Source: an optimization exercise on an open RTL-to-GDS flow (aim: a short achievable clock period and few clock cycles). Production flows keep margins and buffers that such runs may drop. In this exercise RTL edits were held to simulation tests only and were not proved equivalent to the original. Power figures rest on the tool's default switching activity, not on a simulated workload.

==> run a: inputs <==
## cpu_core
module cpu_core #(
   parameter int data_w = 32,
   parameter int pc_w   = 8
) (
   input  logic                           clk,
   input  logic                           arst_n,
   output logic                           fetch_req,
   output logic [pc_w-1:0]                fetch_pc,
   input  logic [isa_pkg::code_w-1:0]     fetch_code,
   input  logic                           fetch_ack,
   output logic                           wb_valid,
   output logic [isa_pkg::reg_addr_w-1:0] wb_addr,
   output logic [data_w-1:0]              wb_data,
   output logic                           halted
);
   localparam int n_words = 1 << pc_w;
   logic [n_words-1:0][15:0] icache_q;
   logic [n_words-1:0] ival_q;
   logic               wr_q;         
   logic [pc_w-1:0]    wa_q;
   logic [15:0]        wd_q;
   logic [n_words-1:0] wen_q;        
   always_ff @(posedge clk) begin
      for (int i = 0; i < n_words; i++) if (wen_q[i]) icache_q[i] <= wd_q;
   end
   logic            req_q;
   logic [pc_w-1:0] fa_q;            
   logic [pc_w-1:0] pf_q;            
   logic            ack_now, idle;
   assign ack_now = req_q && fetch_ack;
   assign idle    = !req_q && !fetch_ack;
   logic [pc_w-1:0]   fpc_q;
   logic              dv_q;
   logic [15:0]       dc_q;
   logic [pc_w-1:0]   dpc_q;
   logic              stop_q, halt_q;
   logic [pc_w-1:0]   stop_pc_q;
   logic [data_w-1:0] regs [16];
   logic              carry_q;
   logic              ex_we_q, ex_setc_q, ex_br_q;
   logic              ex_sll_q, ex_srl_q, ex_add_q, ex_sub_q, ex_and_q, ex_xnr_q, ex_pas_q;
  ...
clock: 11.0 ns
lec_check: 0
abc_clock_period_in_ps: 3000
cap_margin: 20
core_margin: 2
core_utilization: 65
cts_cluster_diameter: 80
cts_cluster_size: 40
slew_margin: 20
synth_memory_max_bits: 8192
standard.sh (not shown) runs the stock make flow with config.mk's settings and CLKGATE_MAP_FILE= SYNTH_SCRIPT=/design/flow/synth_recipe.tcl, a recipe that flattens the netlist after the stock synthesis.
==> flow/flow/run.sh <==
#!/bin/bash
# Standard layout, with repair_timing aiming well below the 11 ns clock
# (setup margin) so that the achieved period is pushed down. Constraints
# are the design's own.
set -uo pipefail
bash standard.sh SETUP_SLACK_MARGIN=${MARGIN:-7.8} finish > standard_flow.log 2>&1
==> run b: changes against run a <==
--- a/flow/design.v
+++ b/flow/design.v
@@ -265,23 +265,30 @@
    input  logic [isa_pkg::code_w-1:0]     fetch_code,
    input  logic                           fetch_ack,
    output logic                           wb_valid,
    output logic [isa_pkg::reg_addr_w-1:0] wb_addr,
    output logic [data_w-1:0]              wb_data,
    output logic                           halted
 );
-   localparam int n_words = 1 << pc_w;
+   localparam int n_words = 1 << (pc_w - 1);    
    logic [n_words-1:0][15:0] icache_q;
    logic [n_words-1:0] ival_q;
+   logic [n_words-1:0] itag_q;       
+   function automatic logic present(input logic [pc_w-1:0] a);
+      present = ival_q[a[pc_w-2:0]] && (itag_q[a[pc_w-2:0]] == a[pc_w-1]);
+   endfunction
    logic               wr_q;         
    logic [pc_w-1:0]    wa_q;
    logic [15:0]        wd_q;
    logic [n_words-1:0] wen_q;        
    always_ff @(posedge clk) begin
-      for (int i = 0; i < n_words; i++) if (wen_q[i]) icache_q[i] <= wd_q;
+      for (int i = 0; i < n_words; i++) if (wen_q[i]) begin
+         icache_q[i] <= wd_q;
+         itag_q[i]   <= wa_q[pc_w-1];
+      end
    end
    logic            req_q;
    logic [pc_w-1:0] fa_q;            
    logic [pc_w-1:0] pf_q;            
    logic            ack_now, idle;
    assign ack_now = req_q && fetch_ack;
    assign idle    = !req_q && !fetch_ack;
@@ -375,14 +382,16 @@
          4'b1001: d_take = !a_zero;
          4'b1011: d_take = !carry_q;
          4'b1100: d_take = carry_q;
          default: d_take = 1'b0;
       endcase
    end
    logic            is_br, d_mis;
+   logic [pc_w-1:0] jt;
+   assign jt      = {dc_q[11:8], dc_q[3:0]};
    logic [pc_w-1:0] d_rtgt;
    assign is_br   = is_bz || is_bc;
    assign d_mis   = is_br ? (!br_in_ex && (d_take != dpred_q)) : dpred_q;
    assign d_redir = d_live && d_mis;
    assign d_rtgt  = (is_br && d_take) ? {dc_q[11:8], dc_q[3:0]} : dpc_q + 1'b1;
    assign stop_d  = d_live && is_stop;
    logic            redirect, hit, deliver, f_ok, need, pf_ok;
@@ -438,90 +447,90 @@
             bv_q[brr_q] <= 1'b1;
             bs_q[brr_q] <= ins_pc;
             bt_q[brr_q] <= ins_tgt;
             brr_q       <= brr_q + 1'b1;
          end
       end
    end
-   logic [n_words-1:0] foh_q;
    logic [15:0]        crd;
-   always_comb begin
-      crd = '0;
-      for (int i = 0; i < n_words; i++) crd = crd | (icache_q[i] & {16{foh_q[i]}});
-   end
-   assign hit      = |(ival_q & foh_q);
+   logic            pf_near;
+   assign crd      = icache_q[fpc_q[pc_w-2:0]];
+   assign hit      = present(fpc_q);
+   logic            pf_known_q, pf_pres_q, pf_near_q, pf_step;
+   assign pf_near  = (pc_w'(pf_q - fpc_q) < pc_w'(16));    
+   assign pf_step  = pf_known_q && pf_pres_q && pf_near_q && !ack_now;
    assign deliver  = ack_now && (fa_q == fpc_q);
    assign f_ok     = (hit || deliver) && !stop_q;
    assign need     = !hit && !stop_q && !stop_d && !redirect && !(wr_q && wa_q == fpc_q);
-   assign pf_ok    = !ival_q[pf_q] && !stop_q && !stop_d && !redirect && !(wr_q && wa_q == pf_q);
+   assign pf_ok    = pf_known_q && pf_near_q && !pf_pres_q && !stop_q && !stop_d && !redirect && !(wr_q && wa_q == pf_q);
    always_ff @(posedge clk or negedge arst_n) begin
       if (!arst_n) begin
          ival_q <= '0;
          wen_q  <= '0;
          wr_q   <= 1'b0;
          wa_q   <= '0;
          wd_q   <= '0;
          req_q  <= 1'b0;
          fa_q   <= '0;
          pf_q   <= '0;
+         pf_known_q <= 1'b0;
+         pf_pres_q  <= 1'b0;
+         pf_near_q  <= 1'b0;
          fpc_q  <= '0;
-         foh_q  <= n_words'(1);
          dv_q   <= 1'b0;
          dpred_q <= 1'b0;
          dpi_q  <= '0;
          dc_q   <= '0;
          dpc_q  <= '0;
          stop_q <= 1'b0;
          stop_pc_q <= '0;
          halt_q <= 1'b0;
       end else begin
          wr_q   <= 1'b0;
          wen_q  <= '0;
          ival_q <= ival_q | wen_q;
+         pf_pres_q  <= present(pf_q);
+         pf_near_q  <= pf_near;
+         pf_known_q <= !ack_now && !pf_step;
+         if (pf_step) pf_q <= pf_q + 1'b1;
          if (req_q) begin
             if (fetch_ack) begin
                req_q <= 1'b0;
                wr_q  <= 1'b1;
-               wen_q <= n_words'(1) << fa_q;
+               wen_q <= n_words'(1) << fa_q[pc_w-2:0];
                wa_q  <= fa_q;
                wd_q  <= fetch_code;
                pf_q  <= fa_q + 1'b1;
             end
          end else if (stop_q || (stop_d && !ex_we_q)) begin
             halt_q <= 1'b1;                  
             fa_q   <= stop_q ? stop_pc_q : dpc_q;
          end else if (idle) begin
-            if (need) begin
+            if (d_redir && is_br && d_take && !present(jt) && !(wr_q && wa_q == jt)) begin
+               req_q <= 1'b1;                
+               fa_q  <= jt;
+            end else if (need) begin
                req_q <= 1'b1;
                fa_q  <= fpc_q;
             end else if (pf_ok) begin
                req_q <= 1'b1;
                fa_q  <= pf_q;
-            end else if (ival_q[pf_q]) begin
-               pf_q  <= pf_q + 1'b1;
             end
          end
          if (redirect) begin
             dv_q  <= 1'b0;
             fpc_q <= tgt;
-            foh_q <= n_words'(1) << tgt;
          end else begin
             dv_q    <= f_ok;
             dpred_q <= pred;
             dpi_q   <= bhit;
             dc_q    <= hit ? crd : fetch_code;
             dpc_q   <= fpc_q;
             if (f_ok) begin
-               if (pred) begin
-                  fpc_q <= ptgt;
-                  foh_q <= n_words'(1) << ptgt;
-               end else begin
-                  fpc_q <= fpc_q + 1'b1;
-                  foh_q <= {foh_q[n_words-2:0], foh_q[n_words-1]};
-               end
+               fpc_q <= pred ? ptgt : fpc_q + 1'b1;
             end
          end
          if (stop_d) begin
             stop_q    <= 1'b1;
             stop_pc_q <= dpc_q;
          end
       end
==> flow/config.mk (replaced) <==
export PLATFORM = sky130hd
export DESIGN_NAME = cpu_core
export DESIGN_NICKNAME = cpu_core
export VERILOG_FILES = /design/flow/design.v
export SDC_FILE = /design/flow/constraint.sdc
export NUM_CORES = 4
export LEC_CHECK = 0
export ABC_CLOCK_PERIOD_IN_PS = 3000
export CAP_MARGIN = 20
export CORE_MARGIN = 2
export CORE_UTILIZATION = 50
export SLEW_MARGIN = 20
export SYNTH_MEMORY_MAX_BITS = 8192
==> run c: changes against run a <==
--- a/flow/design.v
+++ b/flow/design.v
@@ -265,23 +265,30 @@
    input  logic [isa_pkg::code_w-1:0]     fetch_code,
    input  logic                           fetch_ack,
    output logic                           wb_valid,
    output logic [isa_pkg::reg_addr_w-1:0] wb_addr,
    output logic [data_w-1:0]              wb_data,
    output logic                           halted
 );
-   localparam int n_words = 1 << pc_w;
+   localparam int n_words = 1 << (pc_w - 1);    
    logic [n_words-1:0][15:0] icache_q;
    logic [n_words-1:0] ival_q;
+   logic [n_words-1:0] itag_q;       
+   function automatic logic present(input logic [pc_w-1:0] a);
+      present = ival_q[a[pc_w-2:0]] && (itag_q[a[pc_w-2:0]] == a[pc_w-1]);
+   endfunction
    logic               wr_q;         
    logic [pc_w-1:0]    wa_q;
    logic [15:0]        wd_q;
    logic [n_words-1:0] wen_q;        
    always_ff @(posedge clk) begin
-      for (int i = 0; i < n_words; i++) if (wen_q[i]) icache_q[i] <= wd_q;
+      for (int i = 0; i < n_words; i++) if (wen_q[i]) begin
+         icache_q[i] <= wd_q;
+         itag_q[i]   <= wa_q[pc_w-1];
+      end
    end
    logic            req_q;
    logic [pc_w-1:0] fa_q;            
    logic [pc_w-1:0] pf_q;            
    logic            ack_now, idle;
    assign ack_now = req_q && fetch_ack;
    assign idle    = !req_q && !fetch_ack;
@@ -375,14 +382,16 @@
          4'b1001: d_take = !a_zero;
          4'b1011: d_take = !carry_q;
          4'b1100: d_take = carry_q;
          default: d_take = 1'b0;
       endcase
    end
    logic            is_br, d_mis;
+   logic [pc_w-1:0] jt;
+   assign jt      = {dc_q[11:8], dc_q[3:0]};
    logic [pc_w-1:0] d_rtgt;
    assign is_br   = is_bz || is_bc;
    assign d_mis   = is_br ? (!br_in_ex && (d_take != dpred_q)) : dpred_q;
    assign d_redir = d_live && d_mis;
    assign d_rtgt  = (is_br && d_take) ? {dc_q[11:8], dc_q[3:0]} : dpc_q + 1'b1;
    assign stop_d  = d_live && is_stop;
    logic            redirect, hit, deliver, f_ok, need, pf_ok;
@@ -438,90 +447,90 @@
             bv_q[brr_q] <= 1'b1;
             bs_q[brr_q] <= ins_pc;
             bt_q[brr_q] <= ins_tgt;
             brr_q       <= brr_q + 1'b1;
          end
       end
    end
-   logic [n_words-1:0] foh_q;
    logic [15:0]        crd;
-   always_comb begin
-      crd = '0;
-      for (int i = 0; i < n_words; i++) crd = crd | (icache_q[i] & {16{foh_q[i]}});
-   end
-   assign hit      = |(ival_q & foh_q);
+   logic            pf_near;
+   assign crd      = icache_q[fpc_q[pc_w-2:0]];
+   assign hit      = present(fpc_q);
+   logic            pf_known_q, pf_pres_q, pf_near_q, pf_step;
+   assign pf_near  = (pc_w'(pf_q - fpc_q) < pc_w'(16));    
+   assign pf_step  = pf_known_q && pf_pres_q && pf_near_q && !ack_now;
    assign deliver  = ack_now && (fa_q == fpc_q);
    assign f_ok     = (hit || deliver) && !stop_q;
    assign need     = !hit && !stop_q && !stop_d && !redirect && !(wr_q && wa_q == fpc_q);
-   assign pf_ok    = !ival_q[pf_q] && !stop_q && !stop_d && !redirect && !(wr_q && wa_q == pf_q);
+   assign pf_ok    = pf_known_q && pf_near_q && !pf_pres_q && !stop_q && !stop_d && !redirect && !(wr_q && wa_q == pf_q);
    always_ff @(posedge clk or negedge arst_n) begin
       if (!arst_n) begin
          ival_q <= '0;
          wen_q  <= '0;
          wr_q   <= 1'b0;
          wa_q   <= '0;
          wd_q   <= '0;
          req_q  <= 1'b0;
          fa_q   <= '0;
          pf_q   <= '0;
+         pf_known_q <= 1'b0;
+         pf_pres_q  <= 1'b0;
+         pf_near_q  <= 1'b0;
          fpc_q  <= '0;
-         foh_q  <= n_words'(1);
          dv_q   <= 1'b0;
          dpred_q <= 1'b0;
          dpi_q  <= '0;
          dc_q   <= '0;
          dpc_q  <= '0;
          stop_q <= 1'b0;
          stop_pc_q <= '0;
          halt_q <= 1'b0;
       end else begin
          wr_q   <= 1'b0;
          wen_q  <= '0;
          ival_q <= ival_q | wen_q;
+         pf_pres_q  <= present(pf_q);
+         pf_near_q  <= pf_near;
+         pf_known_q <= !ack_now && !pf_step;
+         if (pf_step) pf_q <= pf_q + 1'b1;
          if (req_q) begin
             if (fetch_ack) begin
                req_q <= 1'b0;
                wr_q  <= 1'b1;
-               wen_q <= n_words'(1) << fa_q;
+               wen_q <= n_words'(1) << fa_q[pc_w-2:0];
                wa_q  <= fa_q;
                wd_q  <= fetch_code;
                pf_q  <= fa_q + 1'b1;
             end
          end else if (stop_q || (stop_d && !ex_we_q)) begin
             halt_q <= 1'b1;                  
             fa_q   <= stop_q ? stop_pc_q : dpc_q;
          end else if (idle) begin
-            if (need) begin
+            if (d_redir && is_br && d_take && !present(jt) && !(wr_q && wa_q == jt)) begin
+               req_q <= 1'b1;                
+               fa_q  <= jt;
+            end else if (need) begin
                req_q <= 1'b1;
                fa_q  <= fpc_q;
             end else if (pf_ok) begin
                req_q <= 1'b1;
                fa_q  <= pf_q;
-            end else if (ival_q[pf_q]) begin
-               pf_q  <= pf_q + 1'b1;
             end
          end
          if (redirect) begin
             dv_q  <= 1'b0;
             fpc_q <= tgt;
-            foh_q <= n_words'(1) << tgt;
          end else begin
             dv_q    <= f_ok;
             dpred_q <= pred;
             dpi_q   <= bhit;
             dc_q    <= hit ? crd : fetch_code;
             dpc_q   <= fpc_q;
             if (f_ok) begin
-               if (pred) begin
-                  fpc_q <= ptgt;
-                  foh_q <= n_words'(1) << ptgt;
-               end else begin
-                  fpc_q <= fpc_q + 1'b1;
-                  foh_q <= {foh_q[n_words-2:0], foh_q[n_words-1]};
-               end
+               fpc_q <= pred ? ptgt : fpc_q + 1'b1;
             end
          end
          if (stop_d) begin
             stop_q    <= 1'b1;
             stop_pc_q <= dpc_q;
          end
       end
==> flow/config.mk (replaced) <==
export PLATFORM = sky130hd
export DESIGN_NAME = cpu_core
export DESIGN_NICKNAME = cpu_core
export VERILOG_FILES = /design/flow/design.v
export SDC_FILE = /design/flow/constraint.sdc
export NUM_CORES = 4
export LEC_CHECK = 0
export ABC_CLOCK_PERIOD_IN_PS = 3000
export CAP_MARGIN = 20
export CORE_MARGIN = 2
export CORE_UTILIZATION = 40
export SLEW_MARGIN = 20
export SYNTH_MEMORY_MAX_BITS = 8192
==> qor summary <==
item	run c	run a	run b
Count of endpoints failing setup in the final report	0	-	0
Buffer share of cell area	6.436%	-	6.651%
Placed Instance Area	149400 sq um	235000 sq um	148300 sq um
Worst hold start	ex_wen_q[13]$_DFF_PN0_	-	ex_wen_q[9]$_DFF_PN0_
DRC violation total after the first TritonRoute iteration	13072	-	13180
Area fraction of clock buffers and clock inverters	6.532%	-	6.667%
Num rows	219	216	196
Seq group	17600 uW	-	17700 uW
Register Area	93670 sq um	-	93660 sq um
Flops & latches, synth	3295	5724	3295
Worst clock skew	0.09000 ns	-	0.07472 ns
Synth Area in Adders	0.5042%	0.2647%	0.5042%
H-tree levels	5	4	5
Count of multi-input combinational gates	4530	-	4533
Status	no timing/DRC/antenna violations	did not finish	no timing/DRC/antenna violations
Failing step	-	global routing	-
Combinational gate power	19900 uW	-	20500 uW
Sort of element at the start of the critical path	register	-	register
Cell type of the slowest stage on the worst timing path	sky130_fd_sc_hd__dfrtp_2	-	sky130_fd_sc_hd__dfrtp_2
Tap cell count	4751	-	3762
Total leakage power	0.06247 uW	-	0.06297 uW
Net switching component of the power	18110 uW	-	18530 uW
Testbench counts of run a, summed over its fixed seeds: cycles 22,806.
Testbench counts of run b, summed over its fixed seeds: cycles 23,639.
Testbench counts of run c, summed over its fixed seeds: cycles 23,639.

[what the ideal ports hide]
How much do the figures lean on ideal ports? The routed layouts below were timed once more, with nothing changed but the port constraints.
Step 1 sets driving cells, clkbuf_16 on the clock port and buf_2 on the other inputs (assumed; they add their load-dependent delay and slew).
Step 2 adds t to the input delays and takes it off the output delays; t is the mean of the earliest and latest rising clock arrival at the registers after step 1. Input paths then give back, and output paths get back, about the clock's delay inside the block.
Three values: ideal ports, drivers, drivers and shift; two values: the first two.
run | shift t [ns] | slack for setup (ns) | slew at the worst register clock pin (ns) | worst data-port slew with drivers (ns) | pins driven straight from the clock port
run b | 1.022 | 7.170 / 7.072 / 6.963 | 0.07 / 0.07 | 0.30 | 1
run c | 1.036 | 7.165 / 7.064 / 6.594 | 0.08 / 0.08 | 0.21 | 1
After both steps every run listed still meets setup and hold. The setup slack of run c, which loses most, moves by -0.101 ns with the drivers and by -0.571 ns with both steps.
